This design comes from an exercise in tuning for small area, a short achievable clock period and few clock cycles on the open sky130 flow, not from production work. The RTL was checked by simulation tests, not by an equivalence proof against the original design. Power figures rest on the tool's default switching activity, not on a simulated workload.

File: flow/config.mk
export PLATFORM = sky130hd
export DESIGN_NAME = bounded_fifo_with_remove_by_value
export DESIGN_NICKNAME = bounded_fifo_with_remove_by_value
export VERILOG_FILES = /design/flow/design.v
export SDC_FILE = /design/flow/constraint.sdc
export NUM_CORES = 4
export LEC_CHECK = 0
export CAP_MARGIN = 20
export CORE_MARGIN = 2
export CORE_UTILIZATION = 40
export CTS_CLUSTER_DIAMETER = 80
export CTS_CLUSTER_SIZE = 22
export PLACE_DENSITY = 0.85
export SETUP_SLACK_MARGIN = 3.0
export SLEW_MARGIN = 20
export TNS_END_PERCENT = 0
File: flow/constraint.sdc
create_clock -name core_clock -period 5.0 [get_ports {clk_i}]
set_input_delay 1.0000 -clock core_clock [delete_from_list [all_inputs] [get_ports {clk_i}]]
set_output_delay 1.0000 -clock core_clock [all_outputs]
set_load 0.01 [all_outputs]
File: flow/design.v
package bfrv_pkg;
  localparam int unsigned MODE_W   = 2;
  localparam int unsigned VALUE_W  = 32;
  localparam int unsigned STATUS_W = 2;
  localparam int unsigned OCC_W    = 5;
  localparam int unsigned LIMIT_W  = 5;
  localparam int unsigned DEPTH_DEF      = 16;
  localparam int unsigned DATA_WIDTH_DEF = 32;
  localparam logic [LIMIT_W-1:0] LIMIT_RESET = 5'd16;
  localparam logic [MODE_W-1:0] MODE_PUSH   = 2'd0;
  localparam logic [MODE_W-1:0] MODE_POP    = 2'd1;
  localparam logic [MODE_W-1:0] MODE_REMOVE = 2'd2;
  localparam logic [STATUS_W-1:0] ST_DONE      = 2'd0;
  localparam logic [STATUS_W-1:0] ST_FULL      = 2'd1;
  localparam logic [STATUS_W-1:0] ST_EMPTY     = 2'd2;
  localparam logic [STATUS_W-1:0] ST_NOT_FOUND = 2'd3;
  typedef struct packed {
    logic [MODE_W-1:0]  mode;
    logic [VALUE_W-1:0] value;
  } req_t;
  typedef struct packed {
    logic [STATUS_W-1:0] status;
    logic [VALUE_W-1:0]  popped_value;
    logic [OCC_W-1:0]    occupancy;
  } rsp_t;
  typedef struct packed {
    logic load;     
    logic shift;    
    logic cmp_en;   
  } cell_ctrl_t;
endpackage
import bfrv_pkg::*;
module bfrv_cell #(
  parameter int unsigned DATA_WIDTH = DATA_WIDTH_DEF
) (
  input  logic                  clk_i,
  input  logic                  shift_i,     
  input  logic [DATA_WIDTH-1:0] prev_i,      
  input  logic [DATA_WIDTH-1:0] cmp_data_i,  
  output logic [DATA_WIDTH-1:0] data_o,
  output logic                  eq_o
);
  logic [DATA_WIDTH-1:0] data_q;
  always_ff @(posedge clk_i) begin
    if (shift_i) begin
      data_q <= prev_i;
    end
  end
  assign data_o = data_q;
  assign eq_o   = (data_q == cmp_data_i);
endmodule
import bfrv_pkg::*;
module bfrv_seek #(
  parameter int unsigned DEPTH = DEPTH_DEF
) (
  input  logic [DEPTH-1:0] req_i,
  output logic [DEPTH-1:0] onehot_o
);
  always_comb begin
    for (int i = 0; i < DEPTH; i++) begin
      onehot_o[i] = req_i[i];
      for (int j = i + 1; j < DEPTH; j++) begin
        onehot_o[i] = onehot_o[i] & ~req_i[j];
      end
    end
  end
endmodule
import bfrv_pkg::*;
module bounded_fifo_with_remove_by_value #(
  parameter int unsigned DEPTH      = DEPTH_DEF,
  parameter int unsigned DATA_WIDTH = DATA_WIDTH_DEF
) (
  input  logic               clk_i,
  input  logic               rst_ni,
  input  logic               cfg_we_i,
  input  logic [LIMIT_W-1:0] cfg_wdata_i,
  input  logic               in_valid_i,
  output logic               in_stall_o,
  input  logic [MODE_W+VALUE_W-1:0]          in_word_i,
  output logic               out_valid_o,
  input  logic               out_stall_i,
  output logic [STATUS_W+VALUE_W+OCC_W-1:0] out_word_o
);
  localparam int unsigned CNT_W = $clog2(DEPTH + 1);
  localparam int unsigned CMP_W = (CNT_W > LIMIT_W) ? CNT_W : LIMIT_W;
  localparam int unsigned RSP_W = STATUS_W + VALUE_W + OCC_W;
  logic [MODE_W-1:0]     mode0;
  logic [DATA_WIDTH-1:0] val0;
  logic                  v1_q;
  logic [MODE_W-1:0]     mode1_q;
  logic [DATA_WIDTH-1:0] val1_q;
  logic [DEPTH-1:0]      m1_q;
  logic                  r1_free;
  logic                  stall_q;
  logic                  pr_q;         
  logic [DEPTH-1:0]      vld_q, vld_d;
  logic [CNT_W-1:0]      cnt_q, cnt_d;
  logic [LIMIT_W-1:0]    limit_q;
  logic                  room_q, room_d;    
  logic                  any_q, any_d;      
  logic [DATA_WIDTH-1:0] cell_data [DEPTH];
  logic [DEPTH-1:0]      cell_eq;
  logic [DEPTH-1:0]      below_full;        
  logic [DEPTH-1:0]      shift_en;
  logic [DEPTH-1:0]      m_next;
  logic                  eq01;
  logic                  fire;
  logic                  is_push, is_pop, is_remove;
  logic                  push_ok, dec;
  logic [DEPTH-1:0]      old_q, old_d;      
  logic [DEPTH-1:0]      next_old;          
  logic                  old_clr;
  logic [DEPTH-1:0]      hit_oh, hit_vec, clr;
  logic                  found;
  logic                  room_inc, room_dec;
  logic [STATUS_W-1:0]   res_status;
  logic [VALUE_W-1:0]    res_value;
  logic [RSP_W-1:0]      res;
  logic                  ov_q, sv_q, sv_d;
  logic [RSP_W-1:0]      ow_q, sw_q;
  logic                  deliver;
  assign r1_free    = ~stall_q;
  assign in_stall_o = stall_q;
  assign mode0      = in_word_i[MODE_W+VALUE_W-1:VALUE_W];
  assign val0       = DATA_WIDTH'(in_word_i[VALUE_W-1:0]);
  assign eq01       = (val0 == val1_q);
  for (genvar i = 0; i < DEPTH; i++) begin : g_fwd
    if (i == 0) begin : g_first
      assign m_next[i] = shift_en[i] ? eq01 : cell_eq[i];
    end else begin : g_rest
      assign m_next[i] = shift_en[i] ? cell_eq[i-1] : cell_eq[i];
    end
  end
  always_ff @(posedge clk_i or negedge rst_ni) begin
    if (!rst_ni) begin
      v1_q <= 1'b0;
    end else if (r1_free) begin
      v1_q <= in_valid_i;
    end
  end
  always_ff @(posedge clk_i) begin
    if (r1_free) begin
      mode1_q <= mode0;
      val1_q  <= val0;
      m1_q    <= m_next;
    end
  end
  assign fire      = v1_q & ~sv_q;
  assign is_push   = (mode1_q == MODE_PUSH);
  assign is_pop    = (mode1_q == MODE_POP);
  assign is_remove = (mode1_q == MODE_REMOVE);
  assign push_ok   = pr_q & ~sv_q;
  always_comb begin
    for (int i = 0; i < DEPTH; i++) begin
      below_full[i] = 1'b1;
      for (int j = 0; j < i; j++) begin
        below_full[i] = below_full[i] & vld_q[j];
      end
    end
  end
  assign shift_en = {DEPTH{push_ok}} & below_full;
  for (genvar i = 0; i < DEPTH; i++) begin : g_cell
    logic [DATA_WIDTH-1:0] prev;
    if (i == 0) begin : g_first
      assign prev = val1_q;
    end else begin : g_rest
      assign prev = cell_data[i-1];
    end
    bfrv_cell #(
      .DATA_WIDTH (DATA_WIDTH)
    ) u_cell (
      .clk_i      (clk_i),
      .shift_i    (shift_en[i]),
      .prev_i     (prev),
      .cmp_data_i (val0),
      .data_o     (cell_data[i]),
      .eq_o       (cell_eq[i])
    );
  end
  bfrv_seek #(.DEPTH(DEPTH)) u_next_old (
    .req_i    (vld_q & ~old_q),
    .onehot_o (next_old)
  );
  assign old_clr = (is_pop & any_q) | (is_remove & ((m1_q & old_q) != '0));
  always_comb begin
    old_d = old_q;
    if (is_push && room_q) begin
      if (!any_q) begin
        old_d = DEPTH'(1);
      end else begin
        for (int i = 1; i < DEPTH; i++) begin
          old_d[i] = below_full[i] ? old_q[i-1] : old_q[i];
        end
        old_d[0] = 1'b0;
      end
    end else if (old_clr) begin
      old_d = next_old;
    end
  end
  always_ff @(posedge clk_i or negedge rst_ni) begin
    if (!rst_ni) begin
      old_q <= '0;
    end else if (fire) begin
      old_q <= old_d;
    end
  end
  assign hit_vec = m1_q & vld_q;
  assign found   = |hit_vec;
  bfrv_seek #(.DEPTH(DEPTH)) u_hit (
    .req_i    (hit_vec),
    .onehot_o (hit_oh)
  );
  always_comb begin
    clr = '0;
    if (is_pop)    clr = old_q;
    if (is_remove) clr = hit_oh;
  end
  always_comb begin
    for (int i = 0; i < DEPTH; i++) begin
      if (shift_en[i]) begin
        vld_d[i] = (i == 0) ? 1'b1 : vld_q[(i == 0) ? 0 : i-1];
      end else begin
        vld_d[i] = vld_q[i] & ~clr[i];
      end
    end
  end
  always_comb begin
    res_value = '0;
    for (int i = 0; i < DEPTH; i++) begin
      res_value = res_value | ({VALUE_W{old_q[i]}} & VALUE_W'(cell_data[i]));
    end
    if (!is_pop) res_value = '0;
  end
  assign dec      = (is_pop & any_q) | (is_remove & found);
  assign room_inc = (CNT_W'(cnt_q + CNT_W'(1)) < CNT_W'(DEPTH))
                    & (CMP_W'(cnt_q + CNT_W'(1)) < CMP_W'(limit_q));
  assign room_dec = (CMP_W'(cnt_q) <= CMP_W'(DEPTH)) & (CMP_W'(cnt_q) <= CMP_W'(limit_q));
  always_comb begin
    cnt_d  = cnt_q;
    room_d = room_q;
    any_d  = any_q;
    if (is_push && room_q) begin
      cnt_d  = cnt_q + CNT_W'(1);
      room_d = room_inc;
      any_d  = 1'b1;
    end else if (dec) begin
      cnt_d  = cnt_q - CNT_W'(1);
      room_d = room_dec;
      any_d  = (cnt_q != CNT_W'(1));
    end
  end
  always_comb begin
    res_status = ST_DONE;
    if (is_push && !room_q)      res_status = ST_FULL;
    if (is_pop && !any_q)        res_status = ST_EMPTY;
    if (is_remove && !found)     res_status = ST_NOT_FOUND;
  end
  assign res = {res_status, res_value, OCC_W'(cnt_d)};
  always_ff @(posedge clk_i or negedge rst_ni) begin
    if (!rst_ni) begin
      vld_q <= '0;
      cnt_q <= '0;
      any_q <= 1'b0;
    end else if (fire) begin
      vld_q <= vld_d;
      cnt_q <= cnt_d;
      any_q <= any_d;
    end
  end
  always_ff @(posedge clk_i or negedge rst_ni) begin
    if (!rst_ni) begin
      limit_q <= LIMIT_RESET;
    end else if (cfg_we_i) begin
      limit_q <= cfg_wdata_i;
    end
  end
  logic room_next;
  always_comb begin
    room_next = room_q;
    if (cfg_we_i) begin
      room_next = (cnt_q < CNT_W'(DEPTH)) & (CMP_W'(cnt_q) < CMP_W'(cfg_wdata_i));
    end else if (fire) begin
      room_next = room_d;
    end
  end
  always_ff @(posedge clk_i or negedge rst_ni) begin
    if (!rst_ni) begin
      room_q <= 1'b1;
      pr_q   <= 1'b0;
    end else begin
      room_q <= room_next;
      if (r1_free) begin
        pr_q <= in_valid_i & (mode0 == MODE_PUSH) & room_next;
      end
    end
  end
  assign out_valid_o = ov_q;
  assign out_word_o  = ow_q;
  assign deliver     = ov_q & ~out_stall_i;
  always_comb begin
    sv_d = sv_q;
    if (sv_q) begin
      if (deliver) sv_d = 1'b0;
    end else if (fire && ov_q && !deliver) begin
      sv_d = 1'b1;
    end
  end
  always_ff @(posedge clk_i or negedge rst_ni) begin
    if (!rst_ni) begin
      ov_q    <= 1'b0;
      sv_q    <= 1'b0;
      stall_q <= 1'b0;
    end else begin
      sv_q <= sv_d;
      if (!ov_q || deliver) begin
        ov_q <= sv_q | fire;
      end
      stall_q <= sv_d & (r1_free ? in_valid_i : v1_q);
    end
  end
  always_ff @(posedge clk_i) begin
    if (!ov_q || deliver) begin
      ow_q <= sv_q ? sw_q : res;
    end
    if (!sv_q && fire && ov_q && !deliver) begin
      sw_q <= res;
    end
  end
endmodule
File: flow/flow/run.sh
#!/bin/bash
set -euo pipefail
export BUFFER_PORTS_ARGS="-buffer_cell sky130_fd_sc_hd__buf_2"
bash standard.sh > standard_flow.log 2>&1
File: flow/standard.sh
#!/bin/bash
# synth_recipe.tcl (not shown) runs the flow's synth.tcl, then flattens the netlist and writes it again
# the make line also repeats each setting of config.mk as NAME=value (left out here)
make -C /OpenROAD-flow-scripts/flow DESIGN_CONFIG=/design/flow/config.mk WORK_HOME=/design/flow/orfs CLKGATE_MAP_FILE= SYNTH_SCRIPT=/design/flow/synth_recipe.tcl "${@:-finish}"
==> results of run 1 <==
==> synth_stat cells, types with 3 or more instances <==
master      n  share of area [%]
edfxtp_1  640                 59
xnor2_1   501                 13
nand4_1   132                2.5
a221oi_1  102                2.7
a22o_1    101                2.7
clkbuf_1   84               0.97
nand2_1    82               0.94
a22oi_1    76                1.8
a31oi_1    59                1.1
xor2_1     53                1.4
buf_2      48               0.74
dfrtp_1    47                3.6
nor4_1     47               0.90
mux2_2     41                1.4
o21ai_0    41               0.63
and3_1     35               0.67
inv_1      25               0.29
buf_1      23               0.26
nor2_1     22               0.25
nand3_1    21               0.32
ha_1       17               0.65
mux2i_1    14               0.43
nor2b_1    14               0.27
nand2b_1   13               0.25
a21oi_1    12               0.18
a32oi_1    12               0.32
nor3_1      7               0.11
and2_1      6               0.12
o31ai_1     5               0.12
or3_1       4              0.077
buf_4       3              0.069
buf_6       3               0.10
nand4b_1    3              0.081
==> cell type report <==
class	instances	area (um2)
fill	7138	44100
sequential	689	20500
multi-input combinational	1470	11900
tap	1060	1330
clock inverter	15	158
timing repair inverter	1	7.51
antenna	4	10.0
timing repair buffer	165	1340
inverter	25	114
clock buffer	49	1130
==> per-layer routing <==
| layer | GRT usage [%] | routed length, um | vias up |
|---|---|---|---|
| met5 | 0 | 104 | - |
| met4 | 17.6 | 10300 | 18 |
| met3 | 11.7 | 22900 | 520 |
| met2 | 47.9 | 58500 | 2430 |
| met1 | 44.1 | 49600 | 11881 |
| li1 | - | - | 9148 |
==> report_power, final <==
group          internal (mW)  total, mW  switching (mW)
clock                   1.70       3.81            2.11
sequential              6.66       7.17           0.509
combinational           1.51       4.57            3.06
==> state kept, by name, summed over array words and instances (netlist names) <==
register	count
g_cell.u_cell.data_q	512
ow_q	39
sw_q	39
val1_q	32
m1_q	16
old_q	16
vld_q	16
cnt_q	5
limit_q	5
mode1_q	2
any_q	1
ov_q	1
pr_q	1
room_q	1
stall_q	1
sv_q	1
v1_q	1
==> stage by stage <==
stage               total power [mW]  setup slack, ns  cell area (um2)
global placement                11.2             1.54            34100
finish                          15.5             2.41            36400
floorplan                       9.45             1.87            32700
CTS                             15.2             2.63            36200
global route                    15.7             2.50            36400
detailed placement              11.3             1.56            34200
==> worst max-delay path: stages <==
cell	delay [ns]
clkbuf_4	0.26
xnor2_1	0.45
nand4_1	0.33
nor4_1	0.39
nand2_1	0.20
mux2i_1	0.35
==> path summary, 6_finish.rpt <==
kind | end | slack, ns | cells past startpoint
max | m1_q[3]$_DFFE_PN_ | 2.41 | 6
min | cnt_q[3]$_DFFE_PN0P_ | 0.47 | 2
max reg2reg | ow_q[32]$_DFFE_PP_ | 2.44 | 5
min reg2reg | g_cell[0].u_cell.data_q[18]$_DFFE_PP_ | 0.47 | 0
max in group asynchronous | old_q[12]$_DFFE_PN0P_ | 3.99 | 2
min in group core_clock | g_cell[0].u_cell.data_q[18]$_DFFE_PP_ | 0.47 | 0
==> timing repair <==
item	in CTS	in global routing
gates resized for setup	93	28
pin swaps	7	7
buffers inserted	23	5
endpoints found under the hold margin	0	0
endpoints found under the setup margin	691	651
cloned	5	0
==> logic make-up (layout without fill, tap and decap cells) <==
group                      count (synthesis)  count (layout)  share of synthesized area [%]
and+or+nand+nor                          406             408                           7.07
muxes                                     56              56                           1.89
buffers and inverters                    186             255                           2.43
xor gates and xnor gates                 554             554                           14.9
adders and majority gates                 17              17                          0.653
DFF                                      689             689                           62.7
AOI/OAI and AO/OA                        435             435                           10.3
other                                      0               4                              0
==> placed cells by master, fill, tap and decap left out, types with 18 or more instances in the layout <==
master,count
mux2_2,40
a221oi_1,100
clkbuf_16,43
o21ai_0,40
and3_1,32
xnor2_1,479
edfxtp_1,640
a22o_1,101
buf_4,64
inv_1,18
nor4_1,37
nand2_1,78
nand3_1,19
dfrtp_1,38
xnor2_2,21
buf_2,68
nor2_1,19
nand4_1,132
a22oi_1,76
xor2_1,53
a31oi_1,54
==> flow_metrics.tcl, run 1 <==
set metrics [dict create \
    outcome "finished clean" \
    peakVddDrop_mv 0.313 \
    grt_usage_pct 33.3 \
    utilization_pct 45.2 \
    htreeDepth 2 \
    worstSetupStartpointType "input port" \
    rsz0062_at_grt "true" \
    synthFlopType "edfxtp_1" \
    via_count 23997 \
    drtIter0Drc 4842 \
    wl_per_cell_um 40.7 \
    initial_core_util_pct 40.5 \
    synthDistinctLibCells 73 \
    grt-ovfl-total 0 \
    clock_sinks 689 \
    cts_buffer_depth 3 \
    core_um2 80500 \
    drtPass1Iterations 6 \
    syn_avg_cell_area_um2 13.9 \
    grt_start_max_net_pins 50 \
    final.min_clock_period_ns 2.59 \
    die_y_um 289 \
    die-area_um2 83800 \
    nets 2454 \
    cts_hold_buf 0 \
    grt_pass1_wl_mm 190 \
    drt-vias-per-instance 6.90 \
    hold_viol_final 0 \
    worstSkewPairLatency_ns 0.63 \
    endpoint_kind "register" \
    netlist_instances 2343 \
    critPathLaunch "in_word_i[28]" \
    drv_cap 0 \
    cts-root-buf "clkbuf_16" \
    setup-tns-final_ns 0 \
    rows 104 \
    fin_skew_ns 0.0282 \
    worst-path-max-fanout 18 \
    place_inst 3377 \
    port_buffers 84 \
    period_share_pct 51.8 \
    min_path_type "in2async" \
    worst_pin_slew_ns 1.01 \
    syn_nets 2404 \
    die_w_um 289 \
    fmax_mhz 386 \
    layout-drive-gt1-share_pct 15.1 \
    holdWs_ns 0.466 \
    tritoncts "done" \
    antenna_found_initial 11 \
    drc_errors 0 \
    cellPowerDensity_nw_per_um2 427 \
    numCtsBuffers 41 \
    worstSetupPathType "in2reg" \
    final_max_slew_viol_count 0 \
    yosysWarnings 4 \
    ys_seq_elements 689 \
    path_clk_slew_ns 0.10 \
    place_congestion 1.16 \
    max_slew_margin_pct 32.4 \
    area.growth.synth_to_final_pct 11.7 \
    drtAntennaViolNets 0 \
    cp.required_ns 5.42 \
    ys_seq_area_share_pct 62.7 \
    synth_edf_count 640 \
    first_global_vias 21879 \
    power_leakage_nw 11.5 \
    critPathArrivalTime_ns 3.01 \
    async_flop_share_pct 7.11 \
    routed_wl_mm 141 \
    setup_violations 0 \
    hpwl_mm 97.5 \
    final_cells 3478 \
    boundaryPins 85 \
    syn_area_um2 32600 \
    r2r_start "old_q[0]$_DFFE_PN0P_" \
]
Testbench counts, summed over its fixed seeds: cycles 12,016.
==> run 2: changes to the inputs <==
--- a/flow/config.mk
+++ b/flow/config.mk
@@ -10,7 +10,7 @@
 export CORE_UTILIZATION = 40
 export CTS_CLUSTER_DIAMETER = 80
 export CTS_CLUSTER_SIZE = 22
-export PLACE_DENSITY = 0.85
-export SETUP_SLACK_MARGIN = 3.0
+export PLACE_DENSITY = 0.9
+export SETUP_SLACK_MARGIN = 2.8
 export SLEW_MARGIN = 20
 export TNS_END_PERCENT = 0
==> run 2 against run 1 <==
  * Global-route usage shrank 0.40 points
  * Clock skew grew 0.018 ns
  * Wire length shrank 0.88%
  * Clock-buffer cell count shrank 2
  * Critical path type unchanged
==> flow_metrics.tcl, run 2 <==
set metrics [dict create \
    outcome "finished clean" \
    pre_cts_ws_ns 1.51 \
    synth_edf_count 640 \
    clock_sinks 689 \
    multi_input_area_um2 11800 \
    num-fill-cells 6965 \
    worstRegToRegCells 5 \
    tritoncts "done" \
    grt_pass1_wl_mm 188 \
    drc_errors 0 \
    path_clk_slew_ns 0.09 \
    synth.top_cell.area_share_pct 59.0 \
    dpl-instance-area_um2 34100 \
    worst-path-max-fanout 18 \
    async_flop_share_pct 7.11 \
    grt_start_max_net_pins 50 \
    setup_violations 0 \
    drt-vias-per-instance 7.20 \
    rsz0062_at_grt "true" \
    utilization_pct 45.0 \
    grt_usage_pct 32.9 \
    antenna_found_initial 22 \
    power_leakage_nw 11.4 \
    worstSetupStartpointType "input port" \
    r2r_start "old_q[4]$_DFFE_PN0P_" \
    drtAntennaViolNets 0 \
    worst_pin_slew_ns 0.986 \
    hpwl_mm 92.7 \
    nets 2461 \
    syn_area_um2 32600 \
    synth.area.top_cells "edfxtp_1 (59%), xnor2_1 (13%), dfrtp_1 (3.6%), a221oi_1 (2.7%), a22o_1 (2.7%)" \
    area.growth.synth_to_final_pct 11.2 \
    htreeDepth 2 \
    rows 104 \
    cts-root-buf "clkbuf_16" \
    peakVddDrop_mv 0.304 \
    via_count 25085 \
    die-area_um2 83800 \
    hold_viol_final 0 \
    grt-ovfl-total 0 \
    syn_avg_cell_area_um2 13.9 \
    routed_wl_mm 140 \
    synthMostInstantiatedCell "edfxtp_1" \
    max_slew_margin_pct 34.0 \
    place_inst 3371 \
    numCtsBuffers 39 \
    synth_largest_area_cell "edfxtp_1" \
    core_um2 80500 \
    wl_per_cell_um 40.2 \
    layout_commonest_cell "edfxtp_1" \
    drtPass1Iterations 22 \
    yosys-top-cells-count "edfxtp_1 (640), xnor2_1 (501), nand4_1 (132)" \
    cp.required_ns 5.51 \
    final.min_clock_period_ns 2.70 \
    period_share_pct 54.1 \
    fin_skew_ns 0.0459 \
    setup-tns-final_ns 0 \
    drv_cap 0 \
    register_area_um2 20500 \
    final_max_slew_viol_count 0 \
    top_regs "g_cell.u_cell.data_q: 512 flops, ow_q: 39 flops, sw_q: 39 flops" \
    cellPowerDensity_nw_per_um2 423 \
    worstSkewPairLatency_ns 0.65 \
    ys_seq_elements 689 \
    cts_hold_buf 0 \
    critPathArrivalTime_ns 3.21 \
    ys_seq_area_share_pct 62.7 \
    endpoint_kind "register" \
    critPathLaunch "in_word_i[30]" \
    crit_path_end "m1_q[0]$_DFFE_PN_" \
    place_congestion 1.22 \
    syn_nets 2404 \
    setup_ws_ns 2.30 \
    final_cell_mix "edfxtp_1 (640), xnor2_1 (486), nand4_1 (132)" \
    synthFlopType "edfxtp_1" \
    yosysWarnings 4 \
    first_global_vias 22539 \
    largest_reg_flops 512 \
    port_buffers 84 \
    regToRegEndpoint "ow_q[34]$_DFFE_PP_" \
    fmax_mhz 370 \
    final_cells 3486 \
    boundaryPins 85 \
    synthDistinctLibCells 73 \
    netlist_instances 2343 \
    die_y_um 289 \
    total_power_mw 15.3 \
    initial_core_util_pct 40.5 \
    layout-drive-gt1-share_pct 14.7 \
    reg2reg_slack_ns 2.48 \
    cts_buffer_depth 3 \
    drtIter0Drc 5574 \
    min_path_type "in2async" \
    design_area_um2 36300 \
    max_flop_register "g_cell.u_cell.data_q" \
    worstSetupPathType "in2reg" \
    die_w_um 289 \
    holdWs_ns 0.479 \
]
[run 2: cell counts after synthesis]
Identical to the previous run, type by type.
[run 2: report_power, final]
part,internal [mW],switching [mW],leakage (nW)
logic,1.50,3.15,4.39
registers,6.66,0.434,6.50
clock network,1.55,2.04,0.555
[run 2: worst min-delay path by stage]
stage / endpoint / cells after the start / slack (ns)
final: limit_q[3]$_DFFE_PN0P_ / 2 / 0.48
after global placement: g_cell[0].u_cell.data_q[19]$_DFFE_PP_ / 0 / 0.45
after CTS: g_cell[0].u_cell.data_q[5]$_DFFE_PP_ / 0 / 0.48
after floorplan: g_cell[0].u_cell.data_q[0]$_DFFE_PP_ / 0 / 0.45
after global routing: g_cell[0].u_cell.data_q[5]$_DFFE_PP_ / 0 / 0.48
after detailed placement: g_cell[0].u_cell.data_q[25]$_DFFE_PP_ / 0 / 0.46
[run 2: worst max-delay path: stages]
cell and delay, ns:
buf_2 0.29, xnor2_1 0.81, nand3_1 0.35, nor3_1 0.49
a22o_1 0.24
[run 2: cell type report]
cell class	count	area share (%)
Multi-Input combinational cell	1471	32.4
Tap cell	1060	3.66
Inverter	25	0.314
Timing Repair Buffer	172	3.85
Sequential cell	689	56.5
Clock inverter	9	0.328
Antenna cell	11	0.0759
Timing Repair inverter	2	0.0414
Clock buffer	47	2.83
[run 2: kinds of logic after synthesis]
kind of cell / count (synthesis) / synth area share [%]
XOR/XNOR: 554 / 14.9
buffers and inverters: 186 / 2.43
AO/OA/AOI/OAI: 435 / 10.3
multiplexers: 56 / 1.89
flip-flops: 689 / 62.7
adder cells (fa/ha/maj): 17 / 0.653
AND/OR/NAND/NOR: 406 / 7.07
[run 2: repair_timing]
item                                    4_1_cts  5_1_grt
endpoints found under the setup margin      565      418
buffers inserted                             39        0
cloned                                        8        0
pin swaps                                    11        2
gates resized for setup                     102        4
endpoints found under the hold margin         0        0
[run 2: per-layer routing]
metal,part of all wire [%],wire length [um],track usage [%],vias to the layer above
met3,19,26900,17.4,784
met2,40,55600,45.2,3035
met4,9.0,12500,20.5,30
met5,0.30,417,1.70,-
met1,32,44700,40.1,12071
li1,-,-,-,9165
==> run 3: changes to the inputs <==
--- a/flow/config.mk
+++ b/flow/config.mk
@@ -10,7 +10,7 @@
 export CORE_UTILIZATION = 40
 export CTS_CLUSTER_DIAMETER = 80
 export CTS_CLUSTER_SIZE = 22
-export PLACE_DENSITY = 0.9
+export PLACE_DENSITY = 0.8
 export SETUP_SLACK_MARGIN = 2.8
 export SLEW_MARGIN = 20
 export TNS_END_PERCENT = 0
==> run 3 against run 2 <==
  * Clock power is 1% higher
  * Sequential cell count is the same
  * Sequential power about the same
  * Via count fell by 3.5%
  * Total power increased by 1.1%
  * Clock-buffer cell count down 1
  * Register-to-register slack gained 0.10 ns
  * Synthesized cell count is the same
  * Clock skew decreased by 0.014 ns
  * Global-route usage is 0.98 points higher
  * Setup slack improved by 0.28 ns
  * First-iteration DRC count shrank 14%
  * Critical endpoint is now ow_q[0]$_DFFE_PP_
==> flow_metrics.tcl, run 3 <==
set metrics [dict create \
    tritoncts "done" \
    drt-vias-per-instance 6.94 \
    yosys-top-cells-count "edfxtp_1 (640), xnor2_1 (501), nand4_1 (132)" \
    initial_core_util_pct 40.5 \
    utilization_pct 45.4 \
    final_cell_mix "edfxtp_1 (640), xnor2_1 (465), nand4_1 (132)" \
    port_buffers 84 \
    boundaryPins 85 \
    syn_avg_cell_area_um2 13.9 \
    setup-tns-final_ns 0 \
    final_max_slew_viol_count 0 \
    synth_edf_count 640 \
    worstSetupPathType "reg2reg" \
    rsz0062_at_grt "true" \
    numCtsBuffers 40 \
    clock_sinks 689 \
    top_regs "g_cell.u_cell.data_q: 512 flops, ow_q: 39 flops, sw_q: 39 flops" \
    grt_usage_pct 33.9 \
    setup_violations 0 \
    place_congestion 1.13 \
    max_flop_register "g_cell.u_cell.data_q" \
    synth_compound_area_share_pct 10.3 \
    drtIter0Drc 4792 \
    crit_chain "a222oi_1, nand4_1, buf_4, o21ai_4, buf_12, nand3_4, xnor2_2, mux2_2" \
    largest_reg_flops 512 \
    synth.top_cell.area_share_pct 59.0 \
    synth.area.top_cells "edfxtp_1 (59%), xnor2_1 (13%), dfrtp_1 (3.6%), a221oi_1 (2.7%), a22o_1 (2.7%)" \
    synth_fa_ha_area_share_pct 0.653 \
    synthFlopType "edfxtp_1" \
    syn_nets 2404 \
    synth_mux_area_share_pct 1.89 \
    async_flop_share_pct 7.11 \
    period_share_pct 48.4 \
    grt_start_max_net_pins 50 \
    peakVddDrop_mv 0.305 \
    max_slew_margin_pct 28.2 \
    synth_top_family_by_area "XOR/XNOR gates" \
    worstSetupStartpointType "register" \
    r2r_start "m1_q[13]$_DFFE_PN_" \
    critPathLaunch "m1_q[13]$_DFFE_PN_" \
    synthDistinctLibCells 73 \
    routed_wl_mm 144 \
    synth_xor_area_share_pct 14.9 \
    worstSkewPairLatency_ns 0.63 \
    wl_per_cell_um 41.2 \
    worst_pin_slew_ns 1.08 \
    layout-drive-gt1-share_pct 16.9 \
    hpwl_mm 101 \
    syn_area_um2 32600 \
    worst-path-max-fanout 7 \
    die-area_um2 83800 \
    via_count 24211 \
    final.min_clock_period_ns 2.42 \
    layout_commonest_cell "edfxtp_1" \
    fmax_mhz 413 \
    antenna_found_initial 12 \
    first_global_vias 22147 \
    cts_buffer_depth 3 \
    drv_cap 0 \
    grt_pass1_wl_mm 193 \
    nets 2470 \
    netlist_instances 2343 \
    num-fill-cells 7074 \
    area.growth.synth_to_final_pct 12.1 \
    outcome "finished clean" \
    drtPass1Iterations 8 \
    core_um2 80500 \
    die_y_um 289 \
    min_from "val1_q[26]$_DFFE_PN_" \
    synthMostInstantiatedCell "edfxtp_1" \
    die_w_um 289 \
    grt-ovfl-total 0 \
    power_leakage_nw 11.6 \
    synth_simple_gate_area_share_pct 7.07 \
    synth_largest_area_cell "edfxtp_1" \
    cts-root-buf "clkbuf_16" \
    yosysWarnings 4 \
    drc_errors 0 \
    ys_seq_area_share_pct 62.7 \
    ys_seq_elements 689 \
    critPathMaxStageDelay_ns 0.53 \
    hold_viol_final 0 \
    critPathArrivalTime_ns 2.79 \
    cp.required_ns 5.37 \
    rows 104 \
    reg2reg_slack_ns 2.58 \
    min_path_type "reg2reg" \
    cellPowerDensity_nw_per_um2 424 \
    htreeDepth 2 \
    path_clk_slew_ns 0.09 \
    endpoint_kind "register" \
    fin_skew_ns 0.0321 \
    cp_slowest_cell "edfxtp_1" \
    drtAntennaViolNets 0 \
]
-- run 3: cell counts after synthesis --
Identical to the previous run, type by type.
-- run 3: cell families after synthesis --
kind of cell / Yosys count
DFF: 689
xor gates and xnor gates: 554
AOI/OAI and AO/OA: 435
and+or+nand+nor: 406
buffers and inverters: 186
muxes: 56
adders and majority gates: 17
-- run 3: where the power goes --
part / leakage, nW / switching, mW / internal, mW
combinational: 4.55 / 3.21 / 1.59
clock: 0.584 / 2.03 / 1.60
sequential: 6.50 / 0.393 / 6.67
total: 11.6 / 5.64 / 9.86
-- run 3: worst max-delay path, delay by kind of cell, from the launching register on --
kind / cells / cell delay (ns)
AO/OA/AOI/OAI: 2 / 0.59
XOR/XNOR: 1 / 0.17
buffers and inverters: 2 / 0.34
flip-flops: 1 / 0.53
multiplexers: 1 / 0.27
AND/OR/NAND/NOR: 2 / 0.25
-- run 3: worst paths after layout --
check                                                        endpoint  cells after the start
worst min-delay path            g_cell[0].u_cell.data_q[26]$_DFFE_PP_                      0
worst min register to register  g_cell[0].u_cell.data_q[26]$_DFFE_PP_                      0
min in group asynchronous                      limit_q[2]$_DFFE_PN0P_                      2
worst max-delay path                                ow_q[0]$_DFFE_PP_                      8
worst max register to register                      ow_q[0]$_DFFE_PP_                      8
max in group asynchronous                       old_q[14]$_DFFE_PN0P_                      2
-- run 3: area by class of cell --
class                      instances  area [um2]  area share (%)
antenna                            5        12.5          0.0343
clock buffer                      46        1050            2.89
clock inverter                    13         143           0.390
inverter                          25         116           0.319
multi-input combinational       1469       12000            32.7
sequential                       689       20500            56.1
tap                             1060        1330            3.63
timing repair buffer             183        1440            3.93
timing repair inverter             1        7.51          0.0206
-- run 3: repair_timing --
action                                  4_1_cts  5_1_grt
hold buffers                                  0        0
gates resized for setup                     124       31
buffers inserted                             33        6
pin swaps                                     6        9
cloned                                        2        0
endpoints found under the setup margin      593      353
-- run 3: per-stage QoR --
| step | cells | power [mW] | area, um2 | hold slack (ns) | worst slack (ns) |
|---|---|---|---|---|---|
| detailed placement | 3386 | 11.3 | 34200 | 0.457 | 1.58 |
| floorplan | 2343 | 9.45 | 32700 | 0.447 | 1.87 |
| CTS | 3480 | 15.1 | 36300 | 0.477 | 2.72 |
| finish | 3491 | 15.5 | 36500 | 0.478 | 2.58 |
| global placement | 3384 | 11.3 | 34200 | 0.451 | 1.54 |
| global route | 3486 | 15.7 | 36500 | 0.485 | 2.60 |
-- run 3: routing by layer --
layer | routed length (um) | global-route usage [%] | vias up | share of wire, %
met5 | 105 | 0 | - | 0.073
li1 | - | - | 9188 | -
met3 | 23300 | 12.4 | 564 | 16
met1 | 51000 | 44.9 | 11933 | 35
met4 | 10300 | 17.2 | 16 | 7.2
met2 | 59000 | 48.6 | 2510 | 41
==> run 4: changes to the inputs <==
--- a/flow/config.mk
+++ b/flow/config.mk
@@ -5,6 +5,7 @@
 export SDC_FILE = /design/flow/constraint.sdc
 export NUM_CORES = 4
 export LEC_CHECK = 0
+export ABC_AREA = 1
 export CAP_MARGIN = 20
 export CORE_MARGIN = 2
 export CORE_UTILIZATION = 40
==> run 4 against run 3 <==
  * Sequential share of layout area shrank 2.3 points
  * Largest power group unchanged
  * Worst hold slack lost 0.027 ns
  * Combinational power shrank 2%
  * Largest cell class unchanged
  * Via count grew 8.1%
  * Maximum frequency shrank 6.2%
  * Final cell count grew 23%
  * Core utilization grew 0.30 points
==> flow_metrics.tcl, run 4 <==
set metrics [dict create \
    final_cells 4306 \
    max_flop_register "g_cell.u_cell.data_q" \
    fin_skew_ns 0.0525 \
    crit_family "compound AO/OA/AOI/OAI gates" \
    layout_commonest_cell "nand2_1" \
    nets 3267 \
    drtIter0Drc 4536 \
    clock_sinks 689 \
    top_regs "g_cell.u_cell.data_q: 512 flops, ow_q: 39 flops, sw_q: 39 flops" \
    synth_edf_count 640 \
    cts_hold_buf 0 \
    boundaryPins 85 \
    outcome "finished clean" \
    cellPowerDensity_nw_per_um2 421 \
    register_area_um2 20500 \
    power_leakage_nw 13.6 \
    rsz0062_at_grt "true" \
    setup_violations 0 \
    setup-tns-final_ns 0 \
    wl_per_cell_um 28.7 \
    routed_wl_mm 123 \
    hold_path_depth 0 \
    pre_cts_ws_ns 1.30 \
    p_comb_share_pct 29.3 \
    drv_cap 0 \
    holdWs_ns 0.452 \
    worstSetupPathDepth 6 \
    tritoncts "done" \
    grt_start_max_net_pins 53 \
    num-fill-cells 7464 \
    max_slew_margin_pct 40.0 \
    crit_chain "inv_1, o21ai_0, a221oi_1, a41oi_2, nand2_1, nand2_1" \
    die_w_um 294 \
    core_um2 83400 \
    cts_buffer_depth 3 \
    antenna_found_initial 5 \
    path_buf_inv 1 \
    worstSetupPathType "reg2reg" \
    drt-vias-per-instance 6.08 \
    fmax_mhz 388 \
    die_y_um 294 \
    critPathArrivalTime_ns 2.96 \
    grt_use_met3_pct 9.91 \
    rows 106 \
    drc_errors 0 \
    crit_top_cell "nand2_1" \
    worst-path-max-fanout 13 \
    synth.area.top_cells "edfxtp_1 (57%), nand2_1 (8.4%), xnor2_1 (6.4%), xor2_1 (3.8%), dfrtp_1 (3.5%)" \
    yosys-top-cells-count "nand2_1 (748), edfxtp_1 (640), xnor2_1 (247)" \
    hpwl_mm 86.7 \
    utilization_pct 45.7 \
    worstSkewPairLatency_ns 0.64 \
    power.share.clock_pct 24.5 \
    place_congestion 0.991 \
    first_global_vias 24294 \
    min_path_type "reg2reg" \
    synthFlopType "edfxtp_1" \
    critPathMaxStageDelay_ns 0.63 \
    p_sw_share_pct 37.4 \
    cts-root-buf "clkbuf_16" \
    largest_reg_flops 512 \
    drtAntennaViolNets 0 \
    ys_seq_elements 689 \
    setup_ws_ns 2.42 \
    endpoint_kind "register" \
    final_cell_mix "nand2_1 (746), edfxtp_1 (640), xnor2_1 (247)" \
    hold_viol_final 0 \
    peakVddDrop_mv 0.311 \
    final_max_slew_viol_count 0 \
    cp_slowest_cell "inv_1" \
    met2_usage_pct 39.2 \
    worstSetupStartpointType "register" \
    cp.required_ns 5.38 \
    multi_input_area_um2 12300 \
    async_flop_share_pct 7.11 \
    worstRegToRegCells 6 \
    synth_largest_area_cell "edfxtp_1" \
    dpl-instance-area_um2 35300 \
    area.growth.synth_to_final_pct 13.3 \
    met1_usage_pct 36.4 \
    numCtsBuffers 42 \
    die-area_um2 86400 \
    p_int_mw 10.0 \
    ys_seq_area_share_pct 60.8 \
    via_count 26168 \
    htreeDepth 2 \
    busiest_layer "met2" \
    grt_usage_pct 27.8 \
    syn_nets 3156 \
    synthDistinctLibCells 55 \
    layout-drive-gt1-share_pct 14.4 \
    grt-ovfl-total 0 \
    synthMostInstantiatedCell "nand2_1" \
    pwr-share-seq_pct 46.3 \
    design_area_um2 38100 \
    syn_avg_cell_area_um2 10.9 \
    syn_area_um2 33600 \
    worst_pin_slew_ns 0.888 \
    yosysWarnings 4 \
    power.switching_mw 5.99 \
    period_share_pct 51.6 \
    port_buffers 84 \
    synth.top_cell.area_share_pct 57.2 \
    reg2reg_slack_ns 2.42 \
    grt_pass1_wl_mm 172 \
    path_clk_slew_ns 0.09 \
    place_inst 4162 \
    drtPass1Iterations 6 \
    netlist_instances 3095 \
    initial_core_util_pct 40.3 \
    final.min_clock_period_ns 2.58 \
    total_power_mw 16.0 \
]
[run 4: cell count changes in the layout (fill, tap and decap cells not counted), moves of 40 or more]
cell     before  now
or2_2         2   69
nand2_1      75  746
xnor2_1     465  247
a22oi_1      76    5
o21ai_0      40   99
xor2_1       53  144
inv_1        18  165
a22o_1      101   23
mux2_2       41    1
nand4_1     132   87
nand3_1      19  115
a21oi_1      11   51
nor2_1       19  144
[run 4: worst paths after layout]
| path | from | end |
|---|---|---|
| worst max-delay path | old_q[9]$_DFFE_PN0P_ | ow_q[20]$_DFFE_PP_ |
| worst min-delay path | val1_q[19]$_DFFE_PN_ | g_cell[0].u_cell.data_q[19]$_DFFE_PP_ |
| worst max register to register | old_q[9]$_DFFE_PN0P_ | ow_q[20]$_DFFE_PP_ |
| worst min register to register | val1_q[19]$_DFFE_PN_ | g_cell[0].u_cell.data_q[19]$_DFFE_PP_ |
| max in group asynchronous | rst_ni | old_q[12]$_DFFE_PN0P_ |
| min in group asynchronous | rst_ni | cnt_q[1]$_DFFE_PN0P_ |
[run 4: timing repair]
| action | 4_1_cts | 5_1_grt |
|---|---|---|
| gates resized for setup | 80 | 84 |
| buffers inserted | 37 | 34 |
| endpoints found under the setup margin | 492 | 447 |
| cloned | 6 | 3 |
| pin swaps | 8 | 5 |
[run 4: kinds of logic (layout without fill, tap and decap cells)]
kind of cell / after synthesis / after routing / share of synthesized area [%]
AND/OR/NAND/NOR: 1295 / 1296 / 17.1
flip-flops: 689 / 689 / 60.8
XOR/XNOR: 392 / 392 / 10.2
AO/OA/AOI/OAI: 360 / 360 / 7.30
buffers and inverters: 341 / 470 / 3.93
adder cells (fa/ha/maj): 17 / 17 / 0.633
multiplexers: 1 / 1 / 0.0335
other: 0 / 1 / 0
[run 4: power by group through the flow]
stage / sequential (mW) / clock, mW / combinational [mW]
final: 7.42 / 3.92 / 4.69
after global routing: 7.44 / 4.09 / 4.91
after CTS: 7.37 / 3.92 / 4.30
after detailed placement: 7.48 / 0 / 4.19
after global placement: 7.47 / 0 / 4.14
after floorplan: 7.28 / 0 / 2.42
[run 4: layer usage]
metal | up-vias | part of all wire, %
li1 | 11047 | -
met4 | 4 | 7.3
met2 | 2262 | 41
met3 | 417 | 16
met5 | - | 0.022
met1 | 12438 | 35
[run 4: worst register-to-register path: cells and delay by family, from the launching register on]
family / cells / cell delay, ns
simple gates: 2 / 0.19
buf+inv: 1 / 0.63
flops: 1 / 0.42
compound gates: 3 / 1.12
[run 4: final cells by class]
| type | instances | share of cell area [%] |
|---|---|---|
| Antenna cell | 1 | 0.00657 |
| Clock buffer | 45 | 2.82 |
| Clock inverter | 18 | 0.752 |
| Inverter | 193 | 2.12 |
| Multi-Input combinational cell | 2066 | 32.3 |
| Sequential cell | 689 | 53.7 |
| Tap cell | 1080 | 3.55 |
| Timing Repair Buffer | 212 | 4.70 |
| Timing Repair inverter | 2 | 0.0394 |
==> run 5: changes to the inputs <==
--- a/flow/config.mk
+++ b/flow/config.mk
@@ -5,7 +5,6 @@
 export SDC_FILE = /design/flow/constraint.sdc
 export NUM_CORES = 4
 export LEC_CHECK = 0
-export ABC_AREA = 1
 export CAP_MARGIN = 20
 export CORE_MARGIN = 2
 export CORE_UTILIZATION = 40
@@ -14,4 +13,4 @@
 export PLACE_DENSITY = 0.8
 export SETUP_SLACK_MARGIN = 2.8
 export SLEW_MARGIN = 20
-export TNS_END_PERCENT = 0
+export TNS_END_PERCENT = 10
==> run 5 against run 4 <==
  * First-iteration DRC count is 13% higher
  * Area after synthesis is 3.1% lower
  * Worst hold slack better by 0.028 ns
  * Clock power is 8.9% lower
  * Final cell count is 18% lower
  * Critical path type is now in2reg
  * Largest cell class unchanged
  * Largest power group unchanged
==> flow_metrics.tcl, run 5 <==
set metrics [dict create \
    period_share_pct 50.7 \
    worstRegToRegCells 7 \
    worstSetupStartpointType "input port" \
    grt_pass1_wl_mm 190 \
    drv_cap 0 \
    worstSkewPairLatency_ns 0.62 \
    synthDistinctLibCells 73 \
    cts_buffer_depth 3 \
    yosysWarnings 4 \
    drtPass1Iterations 9 \
    synthFlopType "edfxtp_1" \
    first_global_vias 22079 \
    grt-ovfl-total 0 \
    fin_skew_ns 0.0383 \
    synth_largest_area_cell "edfxtp_1" \
    drt-vias-per-instance 6.98 \
    final.min_clock_period_ns 2.54 \
    synthMostInstantiatedCell "edfxtp_1" \
    netlist_instances 2343 \
    numCtsBuffers 40 \
    area.growth.synth_to_final_pct 15.8 \
    clock_sinks 689 \
    die_y_um 289 \
    top_regs "g_cell.u_cell.data_q: 512 flops, ow_q: 39 flops, sw_q: 39 flops" \
    worstSetupPathType "in2reg" \
    via_count 24684 \
    core_um2 80500 \
    antenna_found_initial 20 \
    max_slew_margin_pct 36.0 \
    boundaryPins 85 \
    critPathArrivalTime_ns 3.01 \
    layout_commonest_cell "edfxtp_1" \
    dpl-instance-area_um2 34200 \
    layout-drive-gt1-share_pct 20.9 \
    initial_core_util_pct 40.5 \
    hpwl_mm 97.2 \
    die-area_um2 83800 \
    peakVddDrop_mv 0.361 \
    outcome "finished clean" \
    ys_seq_elements 689 \
    async_flop_share_pct 7.11 \
    min_path_type "reg2reg" \
    hold_path_depth 0 \
    setup-tns-final_ns 0 \
    final_max_slew_viol_count 0 \
    cellPowerDensity_nw_per_um2 420 \
    nets 2509 \
    design_area_um2 37800 \
    largest_reg_flops 512 \
    hold_viol_final 0 \
    drtAntennaViolNets 0 \
    fmax_mhz 394 \
    ys_seq_area_share_pct 62.7 \
    reg2reg_slack_ns 2.49 \
    port_buffers 84 \
    cp.required_ns 5.47 \
    final_cell_mix "edfxtp_1 (640), xnor2_1 (419), nand4_1 (132)" \
    synth_edf_count 640 \
    setup_violations 0 \
    grt_usage_pct 33.5 \
    drc_errors 0 \
    power_leakage_nw 12.2 \
    synth.area.top_cells "edfxtp_1 (59%), xnor2_1 (13%), dfrtp_1 (3.6%), a221oi_1 (2.7%), a22o_1 (2.7%)" \
    worst-path-max-fanout 18 \
    syn_avg_cell_area_um2 13.9 \
    worst_pin_slew_ns 0.959 \
    rows 104 \
    grt_start_max_net_pins 50 \
    cts-root-buf "clkbuf_16" \
    drtIter0Drc 5141 \
    synth.top_cell.area_share_pct 59.0 \
    die_w_um 289 \
    routed_wl_mm 145 \
    path_clk_slew_ns 0.09 \
    wl_per_cell_um 40.9 \
    rsz0062_at_grt "true" \
    yosys-top-cells-count "edfxtp_1 (640), xnor2_1 (501), nand4_1 (132)" \
    endpoint_kind "register" \
    syn_nets 2404 \
    max_flop_register "g_cell.u_cell.data_q" \
    place_congestion 1.18 \
    htreeDepth 2 \
    tritoncts "done" \
    syn_area_um2 32600 \
]
==> run 5: changes by cell type after synthesis, moves of 40 or more <==
cell	before	now
xor2_1	145	53
a22o_1	23	101
nand3_1	115	21
a31oi_1	19	59
nand2_1	748	82
or2_2	69	2
a22oi_1	5	76
nor2_1	155	22
xnor2_1	247	501
nor3_1	47	7
inv_1	185	25
mux2_2	1	41
o21ai_0	99	41
nand4_1	87	132
==> run 5: worst paths after layout <==
kind                                      from                                   end
hold reg to reg            val1_q[0]$_DFFE_PN_  g_cell[0].u_cell.data_q[0]$_DFFE_PP_
setup / recovery                 in_word_i[10]                    m1_q[13]$_DFFE_PN_
setup reg to reg             m1_q[7]$_DFFE_PN_                     ow_q[2]$_DFFE_PP_
hold / removal             val1_q[0]$_DFFE_PN_  g_cell[0].u_cell.data_q[0]$_DFFE_PP_
min in group asynchronous               rst_ni                limit_q[3]$_DFFE_PN0P_
max in group asynchronous               rst_ni                  old_q[6]$_DFFE_PN0P_
==> run 5: cell families (layout without fill, tap and decap cells) <==
kind of cell,count (synthesis),count (layout),share of synthesized area (%)
compound gates,435,435,10.3
fa+ha+maj,17,17,0.653
other cells,0,7,0
buf+inv,186,308,2.43
flops,689,689,62.7
simple gates,406,411,7.07
xor+xnor,554,554,14.9
mux,56,56,1.89
==> run 5: stage by stage <==
stage | power, mW | util, % | worst slack (ns) | hold WS [ns] | instances
6_report | 15.9 | 46.9 | 2.46 | 0.479 | 3537
2_1_floorplan | 9.46 | - | 1.87 | 0.447 | 2343
3_5_place_dp | 11.3 | 42.4 | 1.55 | 0.456 | 3379
5_1_grt | 16.0 | 46.9 | 2.47 | 0.486 | 3531
3_3_place_gp | 11.3 | 42.4 | 1.58 | 0.449 | 3379
4_1_cts | 15.1 | 45.1 | 2.66 | 0.476 | 3486
==> run 5: report_power, final <==
part	internal [mW]	switching, mW	total [mW]	leakage (nW)
Sequential	6.67	0.362	7.03	6.49
Clock	1.55	2.02	3.57	0.565
Combinational	1.82	3.43	5.25	5.18
==> run 5: metal layers <==
metal | up-vias | part of all wire (%) | GRT usage, %
met1 | 11954 | 34 | 43.1
met4 | 20 | 9.4 | 21.6
met2 | 2712 | 40 | 47.5
met5 | - | 0.10 | 0
met3 | 709 | 16 | 12.1
li1 | 9289 | - | -
==> run 5: cell type report <==
cell class	count	area, um2
clock inverters	12	108
repair inverters	2	15.0
multi-input cells	1473	12700
clock buffers	52	1070
flip-flops and latches	689	20500
repair buffers	217	1910
fillers	6921	42800
inverters	25	113
well taps	1060	1330
diodes	7	17.5
==> run 5: worst max-delay path, cell delays in order <==
cell and delay, ns:
buf_4 0.23, xnor2_1 0.79, nand4_1 0.16, nor4_1 0.42, nand2_1 0.21, mux2i_1 0.18
==> run 5: repair_timing <==
| item | 4_1_cts | 5_1_grt |
|---|---|---|
| endpoints found under the hold margin | 0 | 0 |
| gates cloned | 8 | 2 |
| hold buffers | 0 | 0 |
| buffers inserted | 35 | 42 |
| endpoints found under the setup margin | 545 | 339 |
| resized for setup | 117 | 181 |
| pin swaps | 12 | 26 |
==> run 6: changes to the inputs <==
--- a/flow/config.mk
+++ b/flow/config.mk
@@ -7,10 +7,10 @@
 export LEC_CHECK = 0
 export CAP_MARGIN = 20
 export CORE_MARGIN = 2
-export CORE_UTILIZATION = 40
+export CORE_UTILIZATION = 55
 export CTS_CLUSTER_DIAMETER = 80
 export CTS_CLUSTER_SIZE = 22
 export PLACE_DENSITY = 0.8
 export SETUP_SLACK_MARGIN = 2.8
 export SLEW_MARGIN = 20
-export TNS_END_PERCENT = 10
+export TNS_END_PERCENT = 0
==> run 6 against run 5 <==
  * Wire length is 3.9% higher
  * Clock power up 7.8%
  * Cell area shrank 4.4%
  * Synthesized cell count is the same
  * Global-route usage up 16 points
  * Setup slack got worse by 0.13 ns
  * Via count up 0.26%
  * Largest cell class unchanged
==> flow_metrics.tcl, run 6 <==
set metrics [dict create \
    die_y_um 247 \
    final.min_clock_period_ns 2.66 \
    power_leakage_nw 11.5 \
    synth.top_cell.area_share_pct 59.0 \
    r2r_start "old_q[4]$_DFFE_PN0P_" \
    synthMostInstantiatedCell "edfxtp_1" \
    synth_largest_area_cell "edfxtp_1" \
    max_flop_register "g_cell.u_cell.data_q" \
    clock_sinks 689 \
    setup_violations 0 \
    setup_ws_ns 2.34 \
    area.growth.synth_to_final_pct 10.8 \
    drtPass1Iterations 7 \
    endpoint_kind "register" \
    hold_viol_final 0 \
    layout_commonest_cell "edfxtp_1" \
    final_max_slew_viol_count 0 \
    top_regs "g_cell.u_cell.data_q: 512 flops, ow_q: 39 flops, sw_q: 39 flops" \
    async_flop_share_pct 7.11 \
    outcome "finished clean" \
    yosys-top-cells-count "edfxtp_1 (640), xnor2_1 (501), nand4_1 (132)" \
    reg2reg_slack_ns 2.34 \
    netlist_instances 2343 \
    holdWs_ns 0.474 \
    synthDistinctLibCells 73 \
    cts_buffer_depth 3 \
    cts-root-buf "clkbuf_16" \
    final_cell_mix "edfxtp_1 (640), xnor2_1 (482), nand4_1 (132)" \
    routed_wl_mm 150 \
    htreeDepth 2 \
    peakVddDrop_mv 0.350 \
    core_um2 58800 \
    period_share_pct 53.3 \
    crit_family "compound AO/OA/AOI/OAI gates" \
    initial_core_util_pct 55.4 \
    path_clk_slew_ns 0.10 \
    rsz0062_at_grt "true" \
    antenna_found_initial 18 \
    worst_pin_slew_ns 1.08 \
    worstRegToRegCells 5 \
    worstSetupPathType "reg2reg" \
    synth_edf_count 640 \
    num-fill-cells 4501 \
    ys_seq_area_share_pct 62.7 \
    worstSetupStartpointType "register" \
    regToRegEndpoint "ow_q[21]$_DFFE_PP_" \
    largest_reg_flops 512 \
    synthFlopType "edfxtp_1" \
    cts_hold_buf 0 \
    grt_pass1_wl_mm 200 \
    numCtsBuffers 41 \
    setup-tns-final_ns 0 \
    grt-ovfl-total 0 \
    hpwl_mm 101 \
    worstSkewPairLatency_ns 0.64 \
    critPathMaxStageDelay_ns 0.74 \
    cellPowerDensity_nw_per_um2 435 \
    syn_nets 2404 \
    drt-vias-per-instance 7.73 \
    worst-path-max-fanout 36 \
    critPathArrivalTime_ns 3.14 \
    wl_per_cell_um 46.9 \
    tritoncts "done" \
    pre_cts_ws_ns 1.30 \
    layout-drive-gt1-share_pct 15.4 \
    syn_area_um2 32600 \
    fin_skew_ns 0.0280 \
    grt_start_max_net_pins 50 \
    drc_errors 0 \
    syn_avg_cell_area_um2 13.9 \
    crit_chain "buf_4, a22o_1, a221oi_1, a31oi_2, mux2_2" \
    synth.area.top_cells "edfxtp_1 (59%), xnor2_1 (13%), dfrtp_1 (3.6%), a221oi_1 (2.7%), a22o_1 (2.7%)" \
    die-area_um2 61200 \
    boundaryPins 85 \
    drtIter0Drc 5086 \
    ys_seq_elements 689 \
    drv_cap 0 \
    place_congestion 1.15 \
    max_slew_margin_pct 27.2 \
    die_w_um 247 \
    fmax_mhz 375 \
    yosysWarnings 4 \
    grt_usage_pct 49.2 \
    min_from "val1_q[1]$_DFFE_PN_" \
    min_path_type "reg2reg" \
    via_count 24749 \
    port_buffers 84 \
    critPathLaunch "old_q[4]$_DFFE_PN0P_" \
    crit_path_end "ow_q[21]$_DFFE_PP_" \
    drtAntennaViolNets 0 \
    multi_input_area_um2 11900 \
    register_area_um2 20500 \
    cp_slowest_cell "a31oi_2" \
    cp.required_ns 5.48 \
    rows 89 \
    nets 2456 \
    first_global_vias 22749 \
    path_buf_inv 1 \
    worstSetupPathDepth 5 \
]
==> run 6: layer usage <==
layer	wire length [um]	global-route usage [%]	part of all wire (%)
met4	13900	31.4	9.3
met3	25800	21.6	17
met2	60100	68.7	40
met5	157	0.715	0.10
met1	50200	62.3	33
==> run 6: logic make-up (layout without fill, tap and decap cells) <==
group,Yosys count,after routing,synth area share [%]
AOI/OAI and AO/OA,435,435,10.3
adders and majority gates,17,17,0.653
buffers and inverters,186,253,2.43
other,0,13,0
muxes,56,56,1.89
xor gates and xnor gates,554,554,14.9
and+or+nand+nor,406,411,7.07
DFF,689,689,62.7
==> run 6: timing repair <==
action,4_1_cts,5_1_grt
gates resized for setup,105,23
setup buffers,23,7
pin swaps,10,5
hold endpoints to repair,0,0
cloned,8,0
endpoints found under the setup margin,602,517
==> run 6: area by class of cell <==
type	count	share of cell area, %
repair inverters	2	0.0416
clock buffers	45	3.00
diodes	13	0.0901
repair buffers	163	3.49
clock inverters	18	0.620
inverters	25	0.315
flip-flops and latches	689	56.7
multi-input cells	1473	33.1
well taps	773	2.68
==> run 6: how the worst min path moves through the flow <==
| stage | to | slack (ns) | cells after the start |
|---|---|---|---|
| after floorplan | g_cell[0].u_cell.data_q[0]$_DFFE_PP_ | 0.45 | 0 |
| after global placement | g_cell[0].u_cell.data_q[0]$_DFFE_PP_ | 0.45 | 0 |
| after detailed placement | g_cell[0].u_cell.data_q[19]$_DFFE_PP_ | 0.45 | 0 |
| after CTS | g_cell[0].u_cell.data_q[24]$_DFFE_PP_ | 0.48 | 0 |
| after global routing | g_cell[0].u_cell.data_q[24]$_DFFE_PP_ | 0.48 | 0 |
| final | g_cell[0].u_cell.data_q[1]$_DFFE_PP_ | 0.47 | 0 |
==> run 6: through the flow <==
| stage | utilization, % | std cells | area (um2) | total power [mW] |
|---|---|---|---|---|
| after CTS | 61.1 | 3181 | 35900 | 15.3 |
| after floorplan | - | 2343 | 32700 | 9.45 |
| after detailed placement | 57.4 | 3087 | 33800 | 11.4 |
| after global placement | 57.4 | 3087 | 33800 | 11.3 |
| final | 61.4 | 3201 | 36100 | 15.7 |
| after global routing | 61.4 | 3188 | 36100 | 15.8 |
==> run 6: power breakdown <==
group	internal, mW	switching (mW)
Clock	1.75	2.09
Sequential	6.66	0.400
Combinational	1.47	3.32
Total	9.88	5.81
==> run 7: changes to the inputs <==
--- a/flow/config.mk
+++ b/flow/config.mk
@@ -7,9 +7,7 @@
 export LEC_CHECK = 0
 export CAP_MARGIN = 20
 export CORE_MARGIN = 2
-export CORE_UTILIZATION = 55
-export CTS_CLUSTER_DIAMETER = 80
-export CTS_CLUSTER_SIZE = 22
+export CORE_UTILIZATION = 40
 export PLACE_DENSITY = 0.8
 export SETUP_SLACK_MARGIN = 2.8
 export SLEW_MARGIN = 20
==> run 7 against run 6 <==
  * Clock-buffer cell count increased by 49
  * Final cell count increased by 11%
  * Register-to-register slack improved by 0.21 ns
  * Sequential power about the same
  * Sequential share of layout area decreased by 1.9 points
  * Synthesized cell count unchanged
  * Worst hold slack got worse by 0.0050 ns
  * Sequential cell count unchanged
  * Core utilization decreased by 15 points
  * Via count decreased by 1.4%
  * Die area increased by 37%
==> flow_metrics.tcl, run 7 <==
set metrics [dict create \
    synth_edf_count 640 \
    setup-tns-final_ns 0 \
    power.switching_mw 5.93 \
    netlist_instances 2343 \
    htreeDepth 3 \
    drt-vias-per-instance 6.88 \
    grt_pass1_wl_mm 193 \
    cts-root-buf "clkbuf_16" \
    hold_viol_final 0 \
    synth.top_cell.area_share_pct 59.0 \
    final.min_clock_period_ns 2.48 \
    fmax_mhz 403 \
    cp.required_ns 5.50 \
    synth.area.top_cells "edfxtp_1 (59%), xnor2_1 (13%), dfrtp_1 (3.6%), a221oi_1 (2.7%), a22o_1 (2.7%)" \
    p_comb_share_pct 27.0 \
    worst-path-max-fanout 18 \
    first_global_vias 22278 \
    fin_skew_ns 0.0258 \
    max_flop_register "g_cell.u_cell.data_q" \
    via_count 24400 \
    top_regs "g_cell.u_cell.data_q: 512 flops, ow_q: 39 flops, sw_q: 39 flops" \
    p_int_mw 11.3 \
    clock_sinks 689 \
    die_w_um 289 \
    hpwl_mm 101 \
    max_slew_margin_pct 25.0 \
    ys_seq_area_share_pct 62.7 \
    antenna_found_initial 16 \
    synth_largest_area_cell "edfxtp_1" \
    layout_commonest_cell "edfxtp_1" \
    min_from "val1_q[13]$_DFFE_PN_" \
    setup_violations 0 \
    wl_per_cell_um 40.6 \
    boundaryPins 85 \
    drc_errors 0 \
    grt_start_max_net_pins 50 \
    routed_wl_mm 144 \
    critPathArrivalTime_ns 2.98 \
    power_leakage_nw 12.0 \
    port_buffers 84 \
    largest_reg_flops 512 \
    synthFlopType "edfxtp_1" \
    cts_buffer_depth 3 \
    ys_seq_elements 689 \
    tritoncts "done" \
    nets 2488 \
    syn_nets 2404 \
    outcome "finished clean" \
    peakVddDrop_mv 0.278 \
    final_max_slew_viol_count 0 \
    die_y_um 289 \
    area.growth.synth_to_final_pct 14.7 \
    critPathLaunch "in_word_i[8]" \
    syn_area_um2 32600 \
    endpoint_kind "register" \
    syn_avg_cell_area_um2 13.9 \
    drv_cap 0 \
    initial_core_util_pct 40.5 \
    period_share_pct 49.6 \
    rows 104 \
    worstSetupStartpointType "input port" \
    path_clk_slew_ns 0.06 \
    drtPass1Iterations 9 \
    p_sw_share_pct 34.4 \
    cellPowerDensity_nw_per_um2 461 \
    place_congestion 1.13 \
    final_cells 3548 \
    synthMostInstantiatedCell "edfxtp_1" \
    worstSetupPathType "in2reg" \
    drtAntennaViolNets 0 \
    rsz0062_at_grt "true" \
    holdWs_ns 0.469 \
    cts_hold_buf 0 \
    numCtsBuffers 72 \
    worstSkewPairLatency_ns 0.64 \
    die-area_um2 83800 \
    drtIter0Drc 4966 \
    pwr-share-seq_pct 41.1 \
    power.share.clock_pct 31.9 \
    reg2reg_slack_ns 2.55 \
    min_path_type "reg2reg" \
    grt_usage_pct 34.0 \
    yosys-top-cells-count "edfxtp_1 (640), xnor2_1 (501), nand4_1 (132)" \
    async_flop_share_pct 7.11 \
    r2r_start "vld_q[0]$_DFFE_PN0P_" \
    grt-ovfl-total 0 \
    final_cell_mix "edfxtp_1 (640), xnor2_1 (473), nand4_1 (132)" \
    synthDistinctLibCells 73 \
    num-fill-cells 7007 \
    layout-drive-gt1-share_pct 17.0 \
    worst_pin_slew_ns 1.12 \
    place_inst 3386 \
    core_um2 80500 \
    yosysWarnings 4 \
]
run 7: cell types whose count changed in the layout (fill, tap and decap cells not counted), sizes merged, moves of 3 or more:
cell,previous run,this run
buf,158,161
bufinv,3,7
clkbuf,49,102
clkinv,8,23
diode,13,5
inv,26,23
run 7: area by class of cell:
cell class | instances | area, um2 | share of cell area (%)
Multi-Input combinational cell | 1469 | 11800 | 31.7
Sequential cell | 689 | 20500 | 54.8
Timing Repair inverter | 1 | 7.51 | 0.0201
Tap cell | 1060 | 1330 | 3.55
Timing Repair Buffer | 169 | 1280 | 3.41
Inverter | 25 | 116 | 0.311
Antenna cell | 5 | 12.5 | 0.0335
Clock buffer | 94 | 1960 | 5.24
Clock inverter | 36 | 365 | 0.977
run 7: logic make-up (layout without fill, tap and decap cells):
logic type	after synthesis	count (layout)	synth area share, %
other cells	0	5	0
simple gates	406	407	7.07
flops	689	689	62.7
mux	56	56	1.89
compound gates	435	435	10.3
fa+ha+maj	17	17	0.653
xor+xnor	554	554	14.9
buf+inv	186	325	2.43
run 7: what timing repair did:
item                                    in CTS  in global routing
gates resized for setup                     90                 29
cloned                                       1                  1
pin swaps                                    5                  2
setup buffers                               25                  0
endpoints found under the setup margin     591                415
run 7: critical path: stages:
cell and delay [ns]:
clkbuf_4 0.27, xnor2_1 0.74, nand4_1 0.27, nor4_2 0.49
a22o_1 0.19
run 7: power groups by stage:
stage / clock network (mW) / logic (mW) / registers, mW
finish: 5.50 / 4.66 / 7.09
global route: 5.69 / 4.66 / 7.10
CTS: 5.48 / 4.40 / 7.06
detailed placement: 0 / 4.01 / 7.32
global placement: 0 / 3.99 / 7.32
floorplan: 0 / 2.50 / 6.95
run 7: routing by layer:
metal  up-vias  GRT usage (%)  share of wire, %
met5         -              0              0.11
met4        20           16.3               7.2
met3       569           13.2                16
met2      2489           49.1                41
met1     12055           44.9                35
li1       9267              -                 -
run 7: final timing paths:
path | to | depth (start not counted)
setup / recovery | m1_q[0]$_DFFE_PN_ | 5
hold / removal | g_cell[0].u_cell.data_q[13]$_DFFE_PP_ | 0
setup reg to reg | g_cell[15].u_cell.data_q[1]$_DFFE_PP_ | 7
hold reg to reg | g_cell[0].u_cell.data_q[13]$_DFFE_PP_ | 0
max in group asynchronous | old_q[12]$_DFFE_PN0P_ | 2
min in group asynchronous | limit_q[3]$_DFFE_PN0P_ | 2
run 7: per-stage QoR:
| step | power, mW | instance area (um2) | worst slack [ns] | util [%] |
|---|---|---|---|---|
| 6_report | 17.2 | 37400 | 2.52 | 46.4 |
| 5_1_grt | 17.5 | 37400 | 2.57 | 46.4 |
| 4_1_cts | 16.9 | 37200 | 2.64 | 46.2 |
| 3_5_place_dp | 11.3 | 34200 | 1.58 | 42.5 |
| 3_3_place_gp | 11.3 | 34200 | 1.54 | 42.5 |
| 2_1_floorplan | 9.45 | 32700 | 1.87 | - |

[separate check: timing with driven ports]
In the flow no input, the clock included, has a driving cell. The finished layouts below were timed again as built, in two steps.
Step 1 sets driving cells, clkbuf_16 on the clock port and buf_2 on the other inputs (assumed; they add their load-dependent delay and slew).
Step 2 moves the port delays by t, midway between the first and last clock arrival at a register: inputs arrive t later, outputs are due t later. That takes back most of the time a late clock gives input paths.
Three values: no drivers, after step 1, after step 2; two values: the first two.
run | t, ns | slack for setup (ns) | worst setup path at the end | worst register clock-pin slew, ns
run 1 | 0.689 | 2.411 / 2.440 / 1.774 | input to register | 0.10 / 0.10
run 2 | 0.697 | 2.297 / 2.322 / 1.625 | input to register | 0.10 / 0.10
run 3 | 0.679 | 2.580 / 2.580 / 1.949 | input to register | 0.10 / 0.10
run 4 | 0.682 | 2.421 / 2.421 / 1.792 | input to register | 0.10 / 0.10
run 5 | 0.672 | 2.463 / 2.485 / 1.813 | input to register | 0.10 / 0.10
run 6 | 0.683 | 2.336 / 2.336 / 1.742 | input to register | 0.10 / 0.10
run 7 | 0.697 | 2.519 / 2.552 / 1.872 | input to register | 0.07 / 0.07
After both steps every run listed still meets setup and hold. For run 2, which loses most, drivers alone change the setup slack by +0.025 ns; drivers and shift together by -0.672 ns.
